Context: an optimization exercise on an open-source flow, tuned for small area, a short achievable clock period and few clock cycles. The choices shown serve that exercise and are no tape-out recipe.
RTL that was checked went through simulation tests only; none was proved equivalent to the original.
No activity file was given, so power comes from the tool's default toggle rates.

Design friet_stream_top, start of the top module:
module friet_stream_top #(
    parameter int DIN_DOUT_WIDTH = 32
) (
    input  wire                        clk,
    input  wire                        reg_compare_tag_rst,
    input  wire friet_pkg::inst_t      inst,
    input  wire                        inst_valid,
    output logic                       inst_ready,
    input  wire [DIN_DOUT_WIDTH-1:0]   din,
    input  wire                        din_last,
    input  wire                        din_valid,
    output logic                       din_ready,
    output logic [DIN_DOUT_WIDTH-1:0]  dout,
    output logic                       dout_last,
    output logic                       dout_valid,
    input  wire                        dout_ready
);
For scale: about 550 cells after synthesis, roughly 160 flip-flops, about 78 I/O pins.
Settings: LEC_CHECK=0, CAP_MARGIN=20, CORE_MARGIN=2, CORE_UTILIZATION=40, CTS_BUF_LIST=sky130_fd_sc_hd__clkbuf_4 sky130_fd_sc_hd__clkbuf_8, SETUP_SLACK_MARGIN=3.6, SLEW_MARGIN=20; clock period 6.0 ns.
run.sh (not shown) runs the stock make flow with config.mk's settings and CLKGATE_MAP_FILE= SYNTH_SCRIPT=/design/flow/synth_recipe.tcl, a recipe that flattens the netlist after the stock synthesis.
Then changed:
- SETUP_SLACK_MARGIN: 3.6 -> 3.3
What happened: Synthesized area is unchanged. Cell area went down by 8.5%. Die area is unchanged. Non-clock buffer count falls by 13. Count of clock-buffer cells in the layout decreases by 1. Global-route usage falls by 1.2 points.
No run of this note included a check of the RTL's function; only the layout flow was run.

## oak
friet_stream_top, a different RTL version from the one above (not shown whole).
Size in the first run: about 500 cells after synthesis, roughly 150 flip-flops, roughly 78 I/O pins.
clock: 6.0 ns
lec_check: 0
cap_margin: 20
core_margin: 2
core_utilization: 40
cts_buf_list: sky130_fd_sc_hd__clkbuf_4 sky130_fd_sc_hd__clkbuf_8
setup_slack_margin: 3.3
slew_margin: 20
standard.sh (not shown) runs the stock make flow with config.mk's settings and CLKGATE_MAP_FILE= SYNTH_SCRIPT=/design/flow/synth_recipe.tcl, a recipe that flattens the netlist after the stock synthesis.
==> flow/flow/run.sh <==
#!/bin/bash
# Standard layout, with plain buffers (not delay cells) on the ports.
set -euo pipefail
bash standard.sh "BUFFER_PORTS_ARGS=-buffer_cell sky130_fd_sc_hd__buf_2" finish > standard.log 2>&1
The final layout from oak, which completed every stage, passed the timing, design-rule and antenna checks at the end of the flow.
What pine does differently from oak at the input level:
==> flow/run.sh (new file) <==
#!/bin/bash
# synth_recipe.tcl (not shown) runs the flow's synth.tcl, then flattens the netlist and writes it again
# the make line also repeats each setting of config.mk as NAME=value (left out here)
make -C /OpenROAD-flow-scripts/flow DESIGN_CONFIG=/design/flow/config.mk WORK_HOME=/design/flow/orfs CLKGATE_MAP_FILE= SYNTH_SCRIPT=/design/flow/synth_recipe.tcl finish
removed: flow/flow/run.sh
removed: flow/standard.sh
==> comparison <==
- From oak to pine the numbers moved as follows: post-synthesis to final-layout area growth now sits higher; tightest hold margin now sits higher; combinational fraction of design power now sits higher; overall global routing resource usage now sits lower.
- pine leaves less setup margin than oak.
- Going from oak to pine, first-pass GRT wire length has decreased, wire length has decreased, power in combinational cells has increased, synthesized net count has remained practically unchanged.
- In terms of share of the clock period used by the worst path, oak and pine differ only marginally.
- Against oak, pine comes in 2.8% lower on routed length per instance.
Function was not checked in any run of this note: the RTL went through the layout flow alone.

The RTL this note starts from:
==> flow/design.v <==
`default_nettype none
package friet_pkg;
    parameter int block_width = 128;
    parameter int lane_width = 32;
    typedef logic [block_width-1:0] block_t;
    typedef enum logic [3:0] {
        inst_load_key = 4'd1,
        inst_encrypt  = 4'd2,
        inst_decrypt  = 4'd3,
        inst_tag      = 4'd4,
        inst_verify   = 4'd5
    } inst_t;
    typedef enum logic [1:0] {
        core_load    = 2'd0,
        core_encrypt = 2'd1,
        core_decrypt = 2'd2,
        core_squeeze = 2'd3
    } core_oper_t;
    parameter logic [2:0] verdict_fixed_bits = 3'b111;
endpackage
`default_nettype wire
`timescale 1ns/10ps
`default_nettype none
module friet_stream_top #(
    parameter int DIN_DOUT_WIDTH = 32
) (
    input  wire                        clk,
    input  wire                        reg_compare_tag_rst,
    input  wire friet_pkg::inst_t      inst,
    input  wire                        inst_valid,
    output logic                       inst_ready,
    input  wire [DIN_DOUT_WIDTH-1:0]   din,
    input  wire                        din_last,
    input  wire                        din_valid,
    output logic                       din_ready,
    output logic [DIN_DOUT_WIDTH-1:0]  dout,
    output logic                       dout_last,
    output logic                       dout_valid,
    input  wire                        dout_ready
);
    localparam int W = DIN_DOUT_WIDTH;
    localparam int LD = 0;
    localparam int EN = 1;
    localparam int DE = 2;
    localparam int TG = 3;
    localparam int VF = 4;
    logic [W-1:0] lane [0:3];
    logic [3:0] p, p_n;          
    logic [3:0] rsel, rsel_n;    
    logic [1:0] wcnt, wcnt_n;
    logic zero, zero_n;          
    logic [4:0] op, op_n;        
    logic [4:0] pend, pend_n;    
    logic [4:0] dec;
    logic iready, iready_n;
    logic vlast, vlast_n;        
    logic diff;                  
    logic [W-1:0] o0_d, o1_d;
    logic o0_l, o1_l;
    logic o0_v, o0_v_n;
    logic o1_v, o1_v_n;
    logic drdy, drdy_n;          
    logic qstep, qstep_n;        
    logic dmask, dmask_n;        
    logic [W-1:0] rd;
    logic [W-1:0] x;
    logic [W-1:0] res;
    logic res_l;
    logic [W-1:0] wdata;
    logic step;
    logic enq;
    logic deq;
    logic fin;
    logic free;
    logic blk_end;
    logic wr;
    logic inst_hs;
    always_comb begin
        rd = '0;
        for (int i = 0; i < 4; i++) begin
            rd = rd | (lane[i] & {W{rsel[i]}});
        end
    end
    assign x = rd ^ (din & {W{dmask}});
    assign res = x | {{(W-4){1'b0}}, {3{vlast}}, vlast & diff};
    assign res_l = vlast | (op[TG] & (wcnt == 2'd3)) | ((op[EN] | op[DE]) & din_last);
    assign wdata = din ^ (rd & {W{op[EN]}});
    assign inst_ready = iready;
    assign din_ready = drdy;
    assign dout = o0_d;
    assign dout_last = o0_l;
    assign dout_valid = o0_v;
    assign step = qstep | (din_valid & drdy);
    assign enq = step & (op[EN] | op[DE] | op[TG] | vlast);
    assign deq = o0_v & dout_ready;
    assign blk_end = step & (wcnt == 2'd3);
    assign fin = vlast ? step : (op[TG] ? blk_end : (step & ~op[VF] & din_last));
    assign free = ~(|op) | fin;
    assign wr = op[LD] | op[EN] | op[DE];
    assign inst_hs = inst_valid & iready;
    always_comb begin
        dec = '0;
        case (inst)
            friet_pkg::inst_load_key: dec[LD] = 1'b1;
            friet_pkg::inst_encrypt:  dec[EN] = 1'b1;
            friet_pkg::inst_decrypt:  dec[DE] = 1'b1;
            friet_pkg::inst_tag:      dec[TG] = 1'b1;
            friet_pkg::inst_verify:   dec[VF] = 1'b1;
            default:                  dec = '0;
        endcase
    end
    always_comb begin
        op_n = op;
        pend_n = pend;
        if (free) begin
            pend_n = '0;
            if (!iready) op_n = pend;
            else if (inst_hs) op_n = dec;
            else op_n = '0;
        end else if (inst_hs) begin
            pend_n = dec;
        end
        p_n = p;
        wcnt_n = wcnt;
        zero_n = zero;
        vlast_n = vlast;
        if (step && !vlast) begin
            wcnt_n = wcnt + 2'd1;
            if (blk_end && (op[EN] || op[DE])) p_n = {p[1:0], p[3:2]};
            else p_n = {p[2:0], p[3]};
            if (blk_end && wr) zero_n = 1'b0;
            if (blk_end && op[VF]) vlast_n = 1'b1;
        end
        if (step && vlast) vlast_n = 1'b0;
        if (deq) o0_v_n = o1_v | enq;
        else o0_v_n = o0_v | enq;
        o1_v_n = o1_v ? ~deq : (enq & o0_v & ~deq);
        if (reg_compare_tag_rst) begin
            op_n = '0;
            pend_n = '0;
            p_n = 4'b0001;
            wcnt_n = 2'd0;
            zero_n = 1'b1;
            vlast_n = 1'b0;
            o0_v_n = 1'b0;
            o1_v_n = 1'b0;
        end
        iready_n = ~(|pend_n);
        rsel_n = p_n & {4{~(zero_n | vlast_n)}};
        dmask_n = (op_n[EN] | op_n[DE] | op_n[VF]) & ~vlast_n;
        drdy_n = op_n[LD] | (op_n[VF] & ~vlast_n) | ((op_n[EN] | op_n[DE]) & ~o1_v_n);
        qstep_n = (op_n[TG] | vlast_n) & ~o1_v_n;
    end
    always_ff @(posedge clk) begin
        op <= op_n;
        pend <= pend_n;
        iready <= iready_n;
        p <= p_n;
        wcnt <= wcnt_n;
        zero <= zero_n;
        vlast <= vlast_n;
        o0_v <= o0_v_n;
        o1_v <= o1_v_n;
        rsel <= rsel_n;
        dmask <= dmask_n;
        drdy <= drdy_n;
        qstep <= qstep_n;
    end
    always_ff @(posedge clk) begin
        if (step && op[VF] && !vlast) begin
            diff <= ((wcnt != 2'd0) & diff) | (|x);
        end
    end
    always_ff @(posedge clk) begin
        for (int i = 0; i < 4; i++) begin
            if (step && wr && p[i]) lane[i] <= wdata;
        end
    end
    always_ff @(posedge clk) begin
        if (!o0_v || dout_ready) begin
            o0_d <= o1_v ? o1_d : res;
            o0_l <= o1_v ? o1_l : res_l;
        end
        if (!o1_v) begin
            o1_d <= res;
            o1_l <= res_l;
        end
    end
endmodule
`default_nettype wire
clock: 6.0 ns
lec_check: 0
cap_margin: 20
core_margin: 2
core_utilization: 40
cts_buf_list: sky130_fd_sc_hd__clkbuf_8 sky130_fd_sc_hd__clkbuf_16
cts_cluster_diameter: 100
cts_cluster_size: 30
setup_slack_margin: 3.8
slew_margin: 20
run.sh (not shown) runs the stock make flow with config.mk's settings and CLKGATE_MAP_FILE= SYNTH_SCRIPT=/design/flow/synth_recipe.tcl, a recipe that flattens the netlist after the stock synthesis.
Stock flow here: none of the scripts above is used.
Testbench counts at the start, summed over its fixed seeds: cycles 15,718.
Edit:
--- a/flow/config.mk
+++ b/flow/config.mk
@@ -10,6 +10,4 @@
 export CORE_UTILIZATION = 40
-export CTS_BUF_LIST = sky130_fd_sc_hd__clkbuf_8 sky130_fd_sc_hd__clkbuf_16
-export CTS_CLUSTER_DIAMETER = 100
-export CTS_CLUSTER_SIZE = 30
-export SETUP_SLACK_MARGIN = 3.8
+export CTS_BUF_LIST = sky130_fd_sc_hd__clkbuf_4 sky130_fd_sc_hd__clkbuf_8
+export SETUP_SLACK_MARGIN = 3.6
 export SLEW_MARGIN = 20
Result:
- critical path depth increases by 6
- clock skew stays flat
- core utilization increases by 1.2 points
- wire length hardly moves
- via count increases by a few percent
- power increases by about a fifth
- register-to-register slack got worse by 130 ps
Edit:
--- a/flow/config.mk
+++ b/flow/config.mk
@@ -9,5 +9,7 @@
 export CORE_MARGIN = 2
-export CORE_UTILIZATION = 40
-export CTS_BUF_LIST = sky130_fd_sc_hd__clkbuf_4 sky130_fd_sc_hd__clkbuf_8
-export SETUP_SLACK_MARGIN = 3.6
+export CORE_UTILIZATION = 65
+export CTS_BUF_LIST = sky130_fd_sc_hd__clkbuf_8 sky130_fd_sc_hd__clkbuf_16
+export CTS_CLUSTER_DIAMETER = 100
+export CTS_CLUSTER_SIZE = 30
+export SETUP_SLACK_MARGIN = 3.8
 export SLEW_MARGIN = 20
=> Die area shrinks by 38%. Register-to-register slack loses 60 ps. Core utilization grows by 31 points. Design area shrinks by 1.7%. Power shrinks by 17%. Worst setup slack gains 87 ps. Sequential cell count stays the same. Wire length grows by 7.4%.
Edit:
==> flow/config.mk (replaced) <==
export PLATFORM = sky130hd
export DESIGN_NAME = friet_stream_top
export DESIGN_NICKNAME = friet_stream_top
export VERILOG_FILES = /design/flow/design.v
export SDC_FILE = /design/flow/constraint.sdc
export NUM_CORES = 4
export LEC_CHECK = 0
export CAP_MARGIN = 20
export CORE_MARGIN = 2
export CORE_UTILIZATION = 40
export CTS_BUF_LIST = sky130_fd_sc_hd__clkbuf_4 sky130_fd_sc_hd__clkbuf_8
export SETUP_SLACK_MARGIN = 4.0
export SLEW_MARGIN = 20
Cell count rose by about 17%.
Global-route usage goes down by 11 points.
Hold slack is worse by 10 ps.
Routed wire length went up by about 5%.
Setup slack gains 140 ps.
First-iteration DRC count drops by about 33%.
Die area went up by about 60%.
Count of clock-buffer cells in the layout goes up by 41.
Clock skew climbs by 3.9 ps.
Design area went up by about 11%.

==> what the ideal ports hide <==
The results above use ideal ports. As a check the final layouts listed here were re-extracted and re-timed, cells and wires unchanged.
Step 1: set_driving_cell puts a clkbuf_16 on clk and a buf_2 on each other input, an assumption about the parent block.
Step 2, shift: input delay + t, output delay - t, t = (earliest + latest rising clock arrival at the registers) / 2. This alone moves slack from input paths to output paths.
a / b / c = ideal ports / drivers / drivers and shift; a / b = the first two.
| run | shift t [ns] | setup slack, ns | hold WS [ns] |
|---|---|---|---|
| the first run of note 1 | 0.482 | 3.018 / 2.997 / 2.900 | 0.449 / 0.449 / 0.449 |
| the second run of note 1 | 0.481 | 3.037 / 3.008 / 2.899 | 0.456 / 0.456 / 0.456 |
| oak | 0.473 | 2.705 / 2.667 / 2.667 | 0.532 / 0.532 / 0.532 |
| pine | 0.467 | 2.701 / 2.648 / 2.648 | 0.542 / 0.542 / 0.542 |
| the first run of note 3 | 0.504 | 3.711 / 3.665 / 3.341 | 0.462 / 0.462 / 0.462 |
| the second run of note 3 | 0.548 | 3.529 / 3.546 / 2.999 | 0.453 / 0.453 / 0.453 |
| the third run of note 3 | 0.493 | 3.616 / 3.619 / 3.126 | 0.461 / 0.461 / 0.461 |
| the fourth run of note 3 | 0.552 | 3.757 / 3.717 / 3.387 | 0.451 / 0.451 / 0.451 |
After both steps every run listed still meets setup and hold. The setup slack of the second run of note 3, which loses most, moves by +0.017 ns with the drivers and by -0.530 ns with both steps.
